Context: an optimization exercise on an open-source flow, tuned for small area, a short achievable clock period and few clock cycles. The choices shown serve that exercise and are no tape-out recipe.
Function was checked by simulation only, so behaviour that the tests miss may differ from the original.
No activity file was given, so power comes from the tool's default toggle rates.

Design movegen_top, start of the top module:
module movegen_top #(
  parameter int STACK_DEPTH = movegen_pkg::STACK_DEPTH_DEFAULT
) (
  input  logic                   clk,
  input  logic                   i_rst_n,
  input  logic                   i_pos_valid,
  input  logic                   i_pos_sop,
  input  movegen_pkg::pos_data_t i_pos_data,
  input  logic                   i_wtp,
  input  logic                   i_start,
  output logic                   o_uci_valid,
  output movegen_pkg::uci_move_t o_uci_data,
  output logic                   o_uci_sop,
  output logic                   o_uci_eop
);
==> flow/config.mk <==
export PLATFORM = sky130hd
export DESIGN_NAME = movegen_top
export DESIGN_NICKNAME = movegen_top
export VERILOG_FILES = /design/flow/design.v
export SDC_FILE = /design/flow/constraint.sdc
export NUM_CORES = 4
export LEC_CHECK = 0
export CAP_MARGIN = 20
export CORE_MARGIN = 2
export CORE_UTILIZATION = 72
export CTS_CLUSTER_DIAMETER = 80
export CTS_CLUSTER_SIZE = 24
export SLEW_MARGIN = 20
==> flow/constraint.sdc <==
create_clock -name core_clock -period 9.0 [get_ports {clk}]
set_input_delay 1.8000 -clock core_clock [delete_from_list [all_inputs] [get_ports {clk}]]
set_output_delay 1.8000 -clock core_clock [all_outputs]
set_load 0.01 [all_outputs]
standard.sh (not shown) runs the stock make flow with config.mk's settings and CLKGATE_MAP_FILE= SYNTH_SCRIPT=/design/flow/synth_recipe.tcl, a recipe that flattens the netlist after the stock synthesis.
==> flow/flow/run.sh <==
#!/bin/bash
# The standard layout, with timing repair aimed below the clock period: the
# repair steps keep working on any path slower than 9.0 - SETUP_SLACK_MARGIN ns.
# The clock period, constraints and synthesis are the standard flow's own.
set -euo pipefail
export SETUP_SLACK_MARGIN=6.5
bash standard.sh > standard_flow.log 2>&1
The baseline finished clean.
Testbench counts at the start, summed over its fixed seeds: cycles 29,871.
Edit:
Settings changed: CORE_UTILIZATION 72 to 65.
Result:
- worst hold slack hardly moves
- global-route usage decreases by 8.5 points
- worst setup slack improves by 0.021 ns
- cell area decreases by 1.6%
- clock-buffer cell count decreases by 1
- clock power is about the same
- power decreases by 3.9%
- via count decreases by 12%
- clock skew decreases by 0.010 ns
Edit:
--- a/flow/flow/run.sh
+++ b/flow/flow/run.sh
@@ -6 +6 @@
-export SETUP_SLACK_MARGIN=6.5
+export SETUP_SLACK_MARGIN=6.8
Result: The new run passed the timing, DRC and antenna checks; worst setup slack is worse by 0.028 ns; wire length grows by 5.4%; worst hold slack barely changes; clock-buffer cell count does not change; clock skew grows by 0.017 ns; sequential power is about the same; design area grows by 2.9%; sequential share of layout area shrinks by 1.8 points; total power grows by 2.7%; global-route usage grows by 1.4 points.
Edit:
--- a/flow/flow/run.sh
+++ b/flow/flow/run.sh
@@ -6 +6 @@
-export SETUP_SLACK_MARGIN=6.8
+export SETUP_SLACK_MARGIN=6.5
Settings changed: CTS_CLUSTER_DIAMETER 80 to 100, CTS_CLUSTER_SIZE 24 to 30.
Setup slack improves by 0.018 ns.
Total power came out lower by 3.0%.
Cell count came out lower by 1.2%.
Design area came out lower by 2.3%.
Die area stays the same.
Utilization came out lower by 1.8 points.
Routed wire length came out lower by 4.4%.


## P
Another version of the RTL of movegen_top (not shown whole).
Size in the first run: about 420 flip-flops, about 31 I/O pins, about 16000 µm² of cells after synthesis.
==> flow/design.v (excerpt) <==
module movegen_top #(
  parameter int STACK_DEPTH = movegen_pkg::STACK_DEPTH_DEFAULT
) (
  input  logic                   clk,
  input  logic                   i_rst_n,
  input  logic                   i_pos_valid,
  input  logic                   i_pos_sop,
  input  movegen_pkg::pos_data_t i_pos_data,
  input  logic                   i_wtp,
  input  logic                   i_start,
  output logic                   o_uci_valid,
  output movegen_pkg::uci_move_t o_uci_data,
  output logic                   o_uci_sop,
  output logic                   o_uci_eop
);
Settings: LEC_CHECK=0, CAP_MARGIN=20, CORE_MARGIN=2, CORE_UTILIZATION=65, CTS_CLUSTER_DIAMETER=80, CTS_CLUSTER_SIZE=24, SLEW_MARGIN=20; clock period 9.0 ns.
==> flow/flow/run.sh <==
#!/bin/bash
# The standard layout, with timing repair aimed below the clock period: the
# repair steps keep working on any path slower than 9.0 - SETUP_SLACK_MARGIN ns.
# The clock period, constraints and synthesis are the standard flow's own.
set -euo pipefail
export SETUP_SLACK_MARGIN=6.25
bash standard.sh > standard_flow.log 2>&1
Testbench counts of P, summed over its fixed seeds: cycles 29,871.
[inputs] Q vs P
diff --git a/flow/flow/run.sh b/flow/flow/run.sh
--- a/flow/flow/run.sh
+++ b/flow/flow/run.sh
@@ -6 +6 @@
-export SETUP_SLACK_MARGIN=6.25
+export SETUP_SLACK_MARGIN=6.35
diff --git a/flow/config.mk b/flow/config.mk
--- a/flow/config.mk
+++ b/flow/config.mk
@@ -10 +10 @@
-export CORE_UTILIZATION = 65
+export CORE_UTILIZATION = 60
--- outcome ---
Q against P: power comparable; sequential share of layout area now smaller. P → Q: portion of total power attributed to sequential cells has decreased, final core utilization has decreased, leakage dissipation has increased, register area has remained practically unchanged, first-pass GRT wire length has decreased. Looking at the reports, Q completed the entire flow and the layout it produced met the timing, DRC and antenna checks. Summary of Q over P: overall die width +about 4%, summed area of non-filler cells in the final layout +0.85%.
[inputs] R vs Q
diff --git a/flow/config.mk b/flow/config.mk
--- a/flow/config.mk
+++ b/flow/config.mk
@@ -10 +10 @@
-export CORE_UTILIZATION = 60
+export CORE_UTILIZATION = 65
@@ -12,0 +13 @@
+export PLACE_DENSITY = 0.8
[summary]
- R closes out successfully: all stages finished, all timing, DRC and antenna checks passed.
- Delta (R minus Q): layout net count rose 4, worst hold slack about even.
- Re post-cts gate resize count: R is about 5% down on Q.
- Relative to Q, the floorplan die height measured on R has decreased by a few percent.
- Comparing R and Q, the lower register-to-register slack is on Q.
- The post-route standard cell area excluding fillers was comparable across R and Q.
- The net switching power of the design of R was inferior to that of Q.
The inputs of S differ from those of R as listed below.
diff --git a/flow/config.mk b/flow/config.mk
--- a/flow/config.mk
+++ b/flow/config.mk
@@ -13 +12,0 @@
-export PLACE_DENSITY = 0.8
Results
- Cell-internal power: S < R
- Across both runs, portion of total power attributed to combinational logic was higher for S than for R.
- Between S and R, the area growth from synthesis to final layout figures differ only marginally.
- Summary — relative contribution of the clock network to total power, S relative to R: lower, by 1.0 points.
- Delta (S minus R): final cell count decreased 6, HPWL reported at the end of detailed placement now sits higher, maximum clock frequency down about 0.5%, share of the cycle needed by the critical path after routing rose by 0.16 points.
- Overall die area: S vs R identical
- On clock latency at the later pin of the worst-skew pair, R and S are basically level.
- Net switching component of the power shrinks slightly when moving from R to S.

[what the ideal ports hide]
Ports are ideal in the flow. The routed layouts listed here were re-timed in OpenROAD.
Step 1 assumes that a clkbuf_16 drives the clock port and a buf_2 every other input.
Step 2 times the ports against the registers' clock, not the clock port: input delays grow and output delays shrink by t, the midpoint of the rising clock arrivals with the driver on.
Three values: ideal ports, drivers, drivers and shift; two values: the first two.
run	t (ns)	slack for setup (ns)	worst setup path at the end
the first run of note 1	0.587	6.153 / 6.100 / 5.766	input to register
the second run of note 1	0.569	6.174 / 6.124 / 5.865	input to register
the third run of note 1	0.581	6.146 / 6.095 / 5.838	input to register
the fourth run of note 1	0.570	6.164 / 6.113 / 5.868	input to register
P	0.580	6.148 / 6.099 / 5.776	input to register
Q	0.575	6.169 / 6.120 / 5.780	input to register
R	0.578	6.183 / 6.133 / 5.796	input to register
S	0.567	6.169 / 6.120 / 5.793	input to register
After both steps setup and hold are still met in every run listed. For Q, which loses most, drivers alone change the setup slack by -0.049 ns; drivers and shift together by -0.389 ns.
